Background: an optimization exercise with open tools, aiming at small area. Do not read the settings as production practice.
Only simulation tests tie the RTL to the original design; equivalence was not proved.
Power figures rest on the tool's default switching activity, not on a simulated workload.

==> run a: inputs <==
==> flow/design.v <==
package mem_pkg;
  localparam int OP_W   = 1;
  localparam int ID_W   = 4;
  localparam int ADDR_W = 8;
  localparam int DATA_W = 16;
  localparam int PKT_W  = OP_W + 2 * ID_W + ADDR_W + DATA_W;
  localparam logic OP_WRITE = 1'b1;
  localparam logic OP_READ  = 1'b0;
  typedef struct packed {
    logic              op;
    logic [ID_W-1:0]   src;
    logic [ID_W-1:0]   dest;
    logic [ADDR_W-1:0] addr;
    logic [DATA_W-1:0] data;
  } pkt_t;
  function automatic pkt_t make_resp(input logic [ID_W-1:0]   node,
                                     input logic [ID_W-1:0]   req_src,
                                     input logic [ADDR_W-1:0] addr,
                                     input logic [DATA_W-1:0] data);
    pkt_t p;
    p.op   = OP_READ;
    p.src  = node;
    p.dest = req_src;
    p.addr = addr;
    p.data = data;
    make_resp = p;
  endfunction
endpackage
import mem_pkg::*;
module mem_array #(
  parameter int DEPTH = 256
) (
  input  logic              clk,
  input  logic              rst_n,
  input  logic              we,
  input  logic [ADDR_W-1:0] addr,
  input  logic [DATA_W-1:0] wdata,
  output logic [DATA_W-1:0] rdata
);
  localparam int LO_W = ADDR_W / 2;
  localparam int HI_W = ADDR_W - LO_W;
  localparam int NG   = (DEPTH + 2) / 3;
  logic [DATA_W-1:0]       words [DEPTH];
  logic [DEPTH-1:0]        valid;
  logic [DEPTH-1:0]        dec;
  logic [(1<<HI_W)-1:0]    hi;
  logic [(1<<LO_W)-1:0]    lo;
  logic [DATA_W-1:0]       wbus;
  logic [DATA_W-1:0]       rraw;
  logic                    vraw;
  always_comb begin
    for (int j = 0; j < (1 << HI_W); j++) hi[j] = (addr[ADDR_W-1:LO_W] == HI_W'(j));
    for (int j = 0; j < (1 << LO_W); j++) lo[j] = (addr[LO_W-1:0] == LO_W'(j));
  end
  assign wbus = we ? wdata : rdata;
  for (genvar g = 0; g < DEPTH; g++) begin : g_word
    assign dec[g] = hi[g >> LO_W] && lo[g % (1 << LO_W)];
    always_ff @(posedge clk or negedge rst_n) begin
      if (!rst_n) begin
        valid[g] <= 1'b0;
      end else if (we && dec[g]) begin
        valid[g] <= 1'b1;
      end
    end
    always_ff @(posedge clk) begin
      if (dec[g]) words[g] <= wbus;
    end
  end
  logic [DATA_W:0] grp_n [NG];
  for (genvar k = 0; k < NG; k++) begin : g_rd
    for (genvar b = 0; b <= DATA_W; b++) begin : g_bit
      logic w0, w1, w2;
      if (b < DATA_W) begin : g_data
        assign w0 = words[3*k][b];
        assign w1 = words[(3*k+1 < DEPTH) ? 3*k+1 : 3*k][b];
        assign w2 = words[(3*k+2 < DEPTH) ? 3*k+2 : 3*k][b];
      end else begin : g_valid
        assign w0 = valid[3*k];
        assign w1 = valid[(3*k+1 < DEPTH) ? 3*k+1 : 3*k];
        assign w2 = valid[(3*k+2 < DEPTH) ? 3*k+2 : 3*k];
      end
      if (3*k+2 < DEPTH) begin : g_3
        mem_aoi222 u_aoi (
          .a0 (dec[3*k]),   .b0 (w0),
          .a1 (dec[3*k+1]), .b1 (w1),
          .a2 (dec[3*k+2]), .b2 (w2),
          .y  (grp_n[k][b])
        );
      end else if (3*k+1 < DEPTH) begin : g_2
        mem_aoi22 u_aoi (
          .a0 (dec[3*k]),   .b0 (w0),
          .a1 (dec[3*k+1]), .b1 (w1),
          .y  (grp_n[k][b])
        );
      end else begin : g_1
        mem_nand2 u_nand (
          .a0 (dec[3*k]), .b0 (w0),
          .y  (grp_n[k][b])
        );
      end
    end
  end
  always_comb begin
    rraw = '0;
    vraw = 1'b0;
    for (int k = 0; k < NG; k++) begin
      rraw = rraw | ~grp_n[k][DATA_W-1:0];
      vraw = vraw | !grp_n[k][DATA_W];
    end
    rdata = rraw & {DATA_W{vraw}};
  end
endmodule
module mem_aoi222 (
  input  logic a0, b0, a1, b1, a2, b2,
  output logic y
);
  assign y = !((a0 && b0) || (a1 && b1) || (a2 && b2));
endmodule
module mem_aoi22 (
  input  logic a0, b0, a1, b1,
  output logic y
);
  assign y = !((a0 && b0) || (a1 && b1));
endmodule
module mem_nand2 (
  input  logic a0, b0,
  output logic y
);
  assign y = !(a0 && b0);
endmodule
import mem_pkg::*;
module mem_block #(
  parameter logic [ID_W-1:0] NODE_ID = 4'd0,
  parameter int              DEPTH   = 256,
  parameter int              PKT_W   = 33
) (
  input  logic             clk,
  input  logic             rst_n,
  input  logic             in_valid,
  output logic             in_ready,
  input  logic [PKT_W-1:0] in_pkt,
  output logic             out_valid,
  input  logic             out_ready,
  output logic [PKT_W-1:0] out_pkt,
  output logic             bad_dest
);
  mem_pkg::pkt_t     req_p0;
  logic              accept_p0;
  logic              hit_p0;
  logic              wr_p0;
  logic              rd_p0;
  logic [DATA_W-1:0] rdata_p0;
  logic              vld_p1;
  logic              bad_q;
  logic [ID_W-1:0]   src_p1;
  logic [ADDR_W-1:0] addr_p1;
  logic [DATA_W-1:0] data_p1;
  assign req_p0    = in_pkt;
  assign in_ready  = !vld_p1 || out_ready;
  assign accept_p0 = in_valid && in_ready;
  assign hit_p0    = (req_p0.dest == NODE_ID);
  assign wr_p0     = accept_p0 && hit_p0 && (req_p0.op == OP_WRITE);
  assign rd_p0     = accept_p0 && hit_p0 && (req_p0.op == OP_READ);
  mem_array #(
    .DEPTH (DEPTH)
  ) u_array (
    .clk   (clk),
    .rst_n (rst_n),
    .we    (wr_p0),
    .addr  (req_p0.addr),
    .wdata (req_p0.data),
    .rdata (rdata_p0)
  );
  always_ff @(posedge clk or negedge rst_n) begin
    if (!rst_n) begin
      vld_p1 <= 1'b0;
    end else begin
      vld_p1 <= rd_p0 || (vld_p1 && !out_ready);
    end
  end
  always_ff @(posedge clk) begin
    if (in_ready) begin
      src_p1  <= req_p0.src;
      addr_p1 <= req_p0.addr;
      data_p1 <= rdata_p0;
    end
  end
  always_ff @(posedge clk or negedge rst_n) begin
    if (!rst_n) begin
      bad_q <= 1'b0;
    end else if (accept_p0 && !hit_p0) begin
      bad_q <= 1'b1;
    end
  end
  assign out_valid = vld_p1;
  assign out_pkt   = {OP_READ, NODE_ID, src_p1, addr_p1, data_p1};
  assign bad_dest  = bad_q;
endmodule
==> flow/run.sh <==
#!/bin/bash
# synth_recipe.tcl (not shown) runs the flow's synth.tcl, then flattens the netlist and writes it again
# the make line also repeats each setting of config.mk as NAME=value (left out here)
make -C /OpenROAD-flow-scripts/flow DESIGN_CONFIG=/design/flow/config.mk WORK_HOME=/design/flow/orfs CLKGATE_MAP_FILE= SYNTH_SCRIPT=/design/flow/synth_recipe.tcl finish
==> flow/config.mk <==
export PLATFORM = sky130hd
export DESIGN_NAME = mem_block
export DESIGN_NICKNAME = mem_block
export VERILOG_FILES = /design/flow/design.v
export SDC_FILE = /design/flow/constraint.sdc
export NUM_CORES = 4
export LEC_CHECK = 0
export CAP_MARGIN = 30
export CORE_MARGIN = 2
export CORE_UTILIZATION = 60
export CTS_BUF_LIST = sky130_fd_sc_hd__clkbuf_16
export CTS_CLUSTER_DIAMETER = 80
export CTS_CLUSTER_SIZE = 25
export PLACE_DENSITY = 0.68
export SLEW_MARGIN = 30
export SYNTH_HIERARCHICAL = 1
export SYNTH_MINIMUM_KEEP_SIZE = 0
==> flow/constraint.sdc <==
create_clock -name core_clock -period 8.0 [get_ports {clk}]
set_input_delay 1.6000 -clock core_clock [delete_from_list [all_inputs] [get_ports {clk}]]
set_output_delay 1.6000 -clock core_clock [all_outputs]
set_load 0.01 [all_outputs]
==> run b (differences from run a) <==
--- a/flow/design.v
+++ b/flow/design.v
@@ -39,94 +39,40 @@
 );
   localparam int LO_W = ADDR_W / 2;
   localparam int HI_W = ADDR_W - LO_W;
-  localparam int NG   = (DEPTH + 2) / 3;
   logic [DATA_W-1:0]       words [DEPTH];
   logic [DEPTH-1:0]        valid;
-  logic [DEPTH-1:0]        dec;
+  logic [DEPTH-1:0]        sel;
   logic [(1<<HI_W)-1:0]    hi;
+  logic [(1<<HI_W)-1:0]    hi_we;
   logic [(1<<LO_W)-1:0]    lo;
-  logic [DATA_W-1:0]       wbus;
-  logic [DATA_W-1:0]       rraw;
-  logic                    vraw;
   always_comb begin
-    for (int j = 0; j < (1 << HI_W); j++) hi[j] = (addr[ADDR_W-1:LO_W] == HI_W'(j));
+    for (int j = 0; j < (1 << HI_W); j++) begin
+      hi[j]    = (addr[ADDR_W-1:LO_W] == HI_W'(j));
+      hi_we[j] = hi[j] && we;
+    end
     for (int j = 0; j < (1 << LO_W); j++) lo[j] = (addr[LO_W-1:0] == LO_W'(j));
   end
-  assign wbus = we ? wdata : rdata;
   for (genvar g = 0; g < DEPTH; g++) begin : g_word
-    assign dec[g] = hi[g >> LO_W] && lo[g % (1 << LO_W)];
+    logic wen;
+    assign wen    = hi_we[g >> LO_W] && lo[g % (1 << LO_W)];
+    assign sel[g] = hi[g >> LO_W] && lo[g % (1 << LO_W)] && valid[g];
     always_ff @(posedge clk or negedge rst_n) begin
       if (!rst_n) begin
         valid[g] <= 1'b0;
-      end else if (we && dec[g]) begin
+      end else if (wen) begin
         valid[g] <= 1'b1;
       end
     end
     always_ff @(posedge clk) begin
-      if (dec[g]) words[g] <= wbus;
-    end
-  end
-  logic [DATA_W:0] grp_n [NG];
-  for (genvar k = 0; k < NG; k++) begin : g_rd
-    for (genvar b = 0; b <= DATA_W; b++) begin : g_bit
-      logic w0, w1, w2;
-      if (b < DATA_W) begin : g_data
-        assign w0 = words[3*k][b];
-        assign w1 = words[(3*k+1 < DEPTH) ? 3*k+1 : 3*k][b];
-        assign w2 = words[(3*k+2 < DEPTH) ? 3*k+2 : 3*k][b];
-      end else begin : g_valid
-        assign w0 = valid[3*k];
-        assign w1 = valid[(3*k+1 < DEPTH) ? 3*k+1 : 3*k];
-        assign w2 = valid[(3*k+2 < DEPTH) ? 3*k+2 : 3*k];
-      end
-      if (3*k+2 < DEPTH) begin : g_3
-        mem_aoi222 u_aoi (
-          .a0 (dec[3*k]),   .b0 (w0),
-          .a1 (dec[3*k+1]), .b1 (w1),
-          .a2 (dec[3*k+2]), .b2 (w2),
-          .y  (grp_n[k][b])
-        );
-      end else if (3*k+1 < DEPTH) begin : g_2
-        mem_aoi22 u_aoi (
-          .a0 (dec[3*k]),   .b0 (w0),
-          .a1 (dec[3*k+1]), .b1 (w1),
-          .y  (grp_n[k][b])
-        );
-      end else begin : g_1
-        mem_nand2 u_nand (
-          .a0 (dec[3*k]), .b0 (w0),
-          .y  (grp_n[k][b])
-        );
-      end
+      if (wen) words[g] <= wdata;
     end
   end
   always_comb begin
-    rraw = '0;
-    vraw = 1'b0;
-    for (int k = 0; k < NG; k++) begin
-      rraw = rraw | ~grp_n[k][DATA_W-1:0];
-      vraw = vraw | !grp_n[k][DATA_W];
+    rdata = '0;
+    for (int i = 0; i < DEPTH; i++) begin
+      rdata = rdata | (words[i] & {DATA_W{sel[i]}});
     end
-    rdata = rraw & {DATA_W{vraw}};
   end
-endmodule
-module mem_aoi222 (
-  input  logic a0, b0, a1, b1, a2, b2,
-  output logic y
-);
-  assign y = !((a0 && b0) || (a1 && b1) || (a2 && b2));
-endmodule
-module mem_aoi22 (
-  input  logic a0, b0, a1, b1,
-  output logic y
-);
-  assign y = !((a0 && b0) || (a1 && b1));
-endmodule
-module mem_nand2 (
-  input  logic a0, b0,
-  output logic y
-);
-  assign y = !(a0 && b0);
 endmodule
 import mem_pkg::*;
 module mem_block #(
==> flow/config.mk (replaced) <==
export PLATFORM = sky130hd
export DESIGN_NAME = mem_block
export DESIGN_NICKNAME = mem_block
export VERILOG_FILES = /design/flow/design.v
export SDC_FILE = /design/flow/constraint.sdc
export NUM_CORES = 4
export LEC_CHECK = 0
export CAP_MARGIN = 30
export CORE_MARGIN = 2
export CORE_UTILIZATION = 40
export SLEW_MARGIN = 30
==> run c (differences from run a) <==
--- a/flow/design.v
+++ b/flow/design.v
@@ -39,75 +39,52 @@
 );
   localparam int LO_W = ADDR_W / 2;
   localparam int HI_W = ADDR_W - LO_W;
-  localparam int NG   = (DEPTH + 2) / 3;
   logic [DATA_W-1:0]       words [DEPTH];
   logic [DEPTH-1:0]        valid;
-  logic [DEPTH-1:0]        dec;
+  logic [DEPTH-1:0]        sel;
   logic [(1<<HI_W)-1:0]    hi;
+  logic [(1<<HI_W)-1:0]    hi_we;
   logic [(1<<LO_W)-1:0]    lo;
-  logic [DATA_W-1:0]       wbus;
-  logic [DATA_W-1:0]       rraw;
-  logic                    vraw;
   always_comb begin
-    for (int j = 0; j < (1 << HI_W); j++) hi[j] = (addr[ADDR_W-1:LO_W] == HI_W'(j));
+    for (int j = 0; j < (1 << HI_W); j++) begin
+      hi[j]    = (addr[ADDR_W-1:LO_W] == HI_W'(j));
+      hi_we[j] = hi[j] && we;
+    end
     for (int j = 0; j < (1 << LO_W); j++) lo[j] = (addr[LO_W-1:0] == LO_W'(j));
   end
-  assign wbus = we ? wdata : rdata;
   for (genvar g = 0; g < DEPTH; g++) begin : g_word
-    assign dec[g] = hi[g >> LO_W] && lo[g % (1 << LO_W)];
+    logic wen;
+    assign wen    = hi_we[g >> LO_W] && lo[g % (1 << LO_W)];
+    assign sel[g] = hi[g >> LO_W] && lo[g % (1 << LO_W)] && valid[g];
     always_ff @(posedge clk or negedge rst_n) begin
       if (!rst_n) begin
         valid[g] <= 1'b0;
-      end else if (we && dec[g]) begin
+      end else if (wen) begin
         valid[g] <= 1'b1;
       end
     end
     always_ff @(posedge clk) begin
-      if (dec[g]) words[g] <= wbus;
+      if (wen) words[g] <= wdata;
     end
   end
-  logic [DATA_W:0] grp_n [NG];
+  localparam int NG = (DEPTH + 2) / 3;
+  logic [DATA_W-1:0] grp_n [NG];
   for (genvar k = 0; k < NG; k++) begin : g_rd
-    for (genvar b = 0; b <= DATA_W; b++) begin : g_bit
-      logic w0, w1, w2;
-      if (b < DATA_W) begin : g_data
-        assign w0 = words[3*k][b];
-        assign w1 = words[(3*k+1 < DEPTH) ? 3*k+1 : 3*k][b];
-        assign w2 = words[(3*k+2 < DEPTH) ? 3*k+2 : 3*k][b];
-      end else begin : g_valid
-        assign w0 = valid[3*k];
-        assign w1 = valid[(3*k+1 < DEPTH) ? 3*k+1 : 3*k];
-        assign w2 = valid[(3*k+2 < DEPTH) ? 3*k+2 : 3*k];
-      end
-      if (3*k+2 < DEPTH) begin : g_3
-        mem_aoi222 u_aoi (
-          .a0 (dec[3*k]),   .b0 (w0),
-          .a1 (dec[3*k+1]), .b1 (w1),
-          .a2 (dec[3*k+2]), .b2 (w2),
-          .y  (grp_n[k][b])
-        );
-      end else if (3*k+1 < DEPTH) begin : g_2
-        mem_aoi22 u_aoi (
-          .a0 (dec[3*k]),   .b0 (w0),
-          .a1 (dec[3*k+1]), .b1 (w1),
-          .y  (grp_n[k][b])
-        );
-      end else begin : g_1
-        mem_nand2 u_nand (
-          .a0 (dec[3*k]), .b0 (w0),
-          .y  (grp_n[k][b])
-        );
-      end
+    for (genvar b = 0; b < DATA_W; b++) begin : g_bit
+      mem_aoi222 u_aoi (
+        .a0 (sel[3*k]),
+        .b0 (words[3*k][b]),
+        .a1 ((3*k+1 < DEPTH) ? sel[3*k+1] : 1'b0),
+        .b1 ((3*k+1 < DEPTH) ? words[3*k+1][b] : 1'b0),
+        .a2 ((3*k+2 < DEPTH) ? sel[3*k+2] : 1'b0),
+        .b2 ((3*k+2 < DEPTH) ? words[3*k+2][b] : 1'b0),
+        .y  (grp_n[k][b])
+      );
     end
   end
   always_comb begin
-    rraw = '0;
-    vraw = 1'b0;
-    for (int k = 0; k < NG; k++) begin
-      rraw = rraw | ~grp_n[k][DATA_W-1:0];
-      vraw = vraw | !grp_n[k][DATA_W];
-    end
-    rdata = rraw & {DATA_W{vraw}};
+    rdata = '0;
+    for (int k = 0; k < NG; k++) rdata = rdata | ~grp_n[k];
   end
 endmodule
 module mem_aoi222 (
@@ -115,18 +92,6 @@
   output logic y
 );
   assign y = !((a0 && b0) || (a1 && b1) || (a2 && b2));
-endmodule
-module mem_aoi22 (
-  input  logic a0, b0, a1, b1,
-  output logic y
-);
-  assign y = !((a0 && b0) || (a1 && b1));
-endmodule
-module mem_nand2 (
-  input  logic a0, b0,
-  output logic y
-);
-  assign y = !(a0 && b0);
 endmodule
 import mem_pkg::*;
 module mem_block #(
--- a/flow/config.mk
+++ b/flow/config.mk
@@ -7,11 +7,11 @@
 export LEC_CHECK = 0
 export CAP_MARGIN = 30
 export CORE_MARGIN = 2
-export CORE_UTILIZATION = 60
+export CORE_UTILIZATION = 70
 export CTS_BUF_LIST = sky130_fd_sc_hd__clkbuf_16
 export CTS_CLUSTER_DIAMETER = 80
-export CTS_CLUSTER_SIZE = 25
-export PLACE_DENSITY = 0.68
+export CTS_CLUSTER_SIZE = 20
+export PLACE_DENSITY = 0.76
 export SLEW_MARGIN = 30
 export SYNTH_HIERARCHICAL = 1
 export SYNTH_MINIMUM_KEEP_SIZE = 0
==> run d (differences from run a) <==
--- a/flow/design.v
+++ b/flow/design.v
@@ -39,94 +39,40 @@
 );
   localparam int LO_W = ADDR_W / 2;
   localparam int HI_W = ADDR_W - LO_W;
-  localparam int NG   = (DEPTH + 2) / 3;
   logic [DATA_W-1:0]       words [DEPTH];
   logic [DEPTH-1:0]        valid;
-  logic [DEPTH-1:0]        dec;
+  logic [DEPTH-1:0]        sel;
   logic [(1<<HI_W)-1:0]    hi;
+  logic [(1<<HI_W)-1:0]    hi_we;
   logic [(1<<LO_W)-1:0]    lo;
-  logic [DATA_W-1:0]       wbus;
-  logic [DATA_W-1:0]       rraw;
-  logic                    vraw;
   always_comb begin
-    for (int j = 0; j < (1 << HI_W); j++) hi[j] = (addr[ADDR_W-1:LO_W] == HI_W'(j));
+    for (int j = 0; j < (1 << HI_W); j++) begin
+      hi[j]    = (addr[ADDR_W-1:LO_W] == HI_W'(j));
+      hi_we[j] = hi[j] && we;
+    end
     for (int j = 0; j < (1 << LO_W); j++) lo[j] = (addr[LO_W-1:0] == LO_W'(j));
   end
-  assign wbus = we ? wdata : rdata;
   for (genvar g = 0; g < DEPTH; g++) begin : g_word
-    assign dec[g] = hi[g >> LO_W] && lo[g % (1 << LO_W)];
+    logic wen;
+    assign wen    = hi_we[g >> LO_W] && lo[g % (1 << LO_W)];
+    assign sel[g] = hi[g >> LO_W] && lo[g % (1 << LO_W)] && valid[g];
     always_ff @(posedge clk or negedge rst_n) begin
       if (!rst_n) begin
         valid[g] <= 1'b0;
-      end else if (we && dec[g]) begin
+      end else if (wen) begin
         valid[g] <= 1'b1;
       end
     end
     always_ff @(posedge clk) begin
-      if (dec[g]) words[g] <= wbus;
-    end
-  end
-  logic [DATA_W:0] grp_n [NG];
-  for (genvar k = 0; k < NG; k++) begin : g_rd
-    for (genvar b = 0; b <= DATA_W; b++) begin : g_bit
-      logic w0, w1, w2;
-      if (b < DATA_W) begin : g_data
-        assign w0 = words[3*k][b];
-        assign w1 = words[(3*k+1 < DEPTH) ? 3*k+1 : 3*k][b];
-        assign w2 = words[(3*k+2 < DEPTH) ? 3*k+2 : 3*k][b];
-      end else begin : g_valid
-        assign w0 = valid[3*k];
-        assign w1 = valid[(3*k+1 < DEPTH) ? 3*k+1 : 3*k];
-        assign w2 = valid[(3*k+2 < DEPTH) ? 3*k+2 : 3*k];
-      end
-      if (3*k+2 < DEPTH) begin : g_3
-        mem_aoi222 u_aoi (
-          .a0 (dec[3*k]),   .b0 (w0),
-          .a1 (dec[3*k+1]), .b1 (w1),
-          .a2 (dec[3*k+2]), .b2 (w2),
-          .y  (grp_n[k][b])
-        );
-      end else if (3*k+1 < DEPTH) begin : g_2
-        mem_aoi22 u_aoi (
-          .a0 (dec[3*k]),   .b0 (w0),
-          .a1 (dec[3*k+1]), .b1 (w1),
-          .y  (grp_n[k][b])
-        );
-      end else begin : g_1
-        mem_nand2 u_nand (
-          .a0 (dec[3*k]), .b0 (w0),
-          .y  (grp_n[k][b])
-        );
-      end
+      if (wen) words[g] <= wdata;
     end
   end
   always_comb begin
-    rraw = '0;
-    vraw = 1'b0;
-    for (int k = 0; k < NG; k++) begin
-      rraw = rraw | ~grp_n[k][DATA_W-1:0];
-      vraw = vraw | !grp_n[k][DATA_W];
+    rdata = '0;
+    for (int i = 0; i < DEPTH; i++) begin
+      rdata = rdata | (words[i] & {DATA_W{sel[i]}});
     end
-    rdata = rraw & {DATA_W{vraw}};
   end
-endmodule
-module mem_aoi222 (
-  input  logic a0, b0, a1, b1, a2, b2,
-  output logic y
-);
-  assign y = !((a0 && b0) || (a1 && b1) || (a2 && b2));
-endmodule
-module mem_aoi22 (
-  input  logic a0, b0, a1, b1,
-  output logic y
-);
-  assign y = !((a0 && b0) || (a1 && b1));
-endmodule
-module mem_nand2 (
-  input  logic a0, b0,
-  output logic y
-);
-  assign y = !(a0 && b0);
 endmodule
 import mem_pkg::*;
 module mem_block #(
==> flow/config.mk (replaced) <==
export PLATFORM = sky130hd
export DESIGN_NAME = mem_block
export DESIGN_NICKNAME = mem_block
export VERILOG_FILES = /design/flow/design.v
export SDC_FILE = /design/flow/constraint.sdc
export NUM_CORES = 4
export LEC_CHECK = 0
export CAP_MARGIN = 30
export CORE_MARGIN = 2
export CORE_UTILIZATION = 55
export CTS_BUF_LIST = sky130_fd_sc_hd__clkbuf_4 sky130_fd_sc_hd__clkbuf_8
export CTS_CLUSTER_SIZE = 25
export PLACE_DENSITY = 0.65
export SLEW_MARGIN = 30
==> comparison table <==
quantity                                                                                 run b                            run a                             run d                           run c
Outcome                                                       no timing/DRC/antenna violations  no timing/DRC/antenna violations  no timing/DRC/antenna violations        finished with violations
Violated checks                                                                              -                                -                                 -              antenna violations
Diodes inserted                                                                             51                                2                                67                              67
Area growth from synthesis to final layout                                               15.9%                            11.9%                             14.6%                           9.57%
Global-route wire length before repair                                               971000 µm                        559000 µm                         934000 µm                       601000 µm
Slack of the worst reg-to-reg path                                                     3.71 ns                          3.21 ns                           3.37 ns                         3.51 ns
Hold Path Sink                                                  u_array.valid[150]$_DFFE_PN0P_                bad_q$_DFFE_PN0P_                                 -   u_array.valid[14]$_DFFE_PN0P_
Power Combinational                                                                   0.744 mW                         0.546 mW                          0.732 mW                        0.754 mW
Busiest layer in global routing                                                           met2                             met1                              met2                            met2
Power per standard cell area                                                        247 nW/µm²                       216 nW/µm²                        242 nW/µm²                      229 nW/µm²
Beginning of the worst register-to-register path                 u_array.valid[89]$_DFFE_PN0P_  u_array.words[252][4]$_DFFE_PP_    u_array.valid[233]$_DFFE_PN0P_  u_array.valid[132]$_DFFE_PN0P_
Final core area utilization                                                              46.6%                            67.6%                             63.4%                           77.1%
Count of cells along the worst register-to-register path                                     7                                8                                 8                               6
First DRT Iteration DRCs                                                                 27.1k                            17.2k                             28.1k                           23.6k
Worst slew slack as a fraction of its limit                                              15.9%                            26.6%                             17.3%                           19.5%
Share of the clock period used by the worst path                                         80.9%                            92.7%                             81.3%                           83.4%
Initial DRT Pass Iterations                                                                  9                                8                                13                              13
Worst slack at placement                                                              0.899 ns                        -0.194 ns                          0.668 ns                        0.802 ns
Cell with the largest stage delay on the worst path                    sky130_fd_sc_hd__nor4_2          sky130_fd_sc_hd__nor4_1  sky130_fd_sc_hd__clkdlybuf4s50_1         sky130_fd_sc_hd__nor4_1
Synth top area share                                                                     77.1%                            81.6%                             77.1%                           81.1%
CTS root buffer                                                     sky130_fd_sc_hd__clkbuf_16       sky130_fd_sc_hd__clkbuf_16         sky130_fd_sc_hd__clkbuf_8      sky130_fd_sc_hd__clkbuf_16
Total Routed Length                                                                  757000 µm                        387000 µm                         725000 µm                       432000 µm
Combinational fraction of design power                                                    1.6%                             1.5%                              1.6%                            2.0%
Number of buffers other than clock buffers in the final layout                             735                              708                               755                             466
Synthesized area                                                                    161000 µm²                       152000 µm²                        161000 µm²                      153000 µm²

afterwards: timing with drivers on the ports:
The results above use ideal ports. As a check the final layouts listed here were re-extracted and re-timed, cells and wires unchanged. Step 1: set_driving_cell puts a clkbuf_16 on clk and a buf_2 on each other input, an assumption about the parent block. Step 2 moves the port delays by t, midway between the first and last clock arrival at a register: inputs arrive t later, outputs are due t later. That takes back most of the time a late clock gives input paths. Three values: ideal, step 1, step 2; two values: the first two.
| run | t (ns) | slack for setup (ns) | worst register clock-pin slew, ns | worst slew at a driven data input, ns |
|---|---|---|---|---|
| run a | 0.981 | 0.585 / 0.651 / -0.330 | 0.11 / 0.11 | 0.17 |
| run b | 1.127 | 1.529 / 1.624 / 0.498 | 0.07 / 0.07 | 0.08 |
| run c | 1.018 | 1.331 / 1.394 / 0.376 | 0.09 / 0.09 | 0.19 |
| run d | 1.396 | 1.494 / 1.575 / 0.179 | 0.07 / 0.07 | 0.06 |
With both steps, setup timing fails in run a, where it was met with ideal ports. For run d, which loses most, drivers alone change the setup slack by +0.081 ns; drivers and shift together by -1.315 ns.
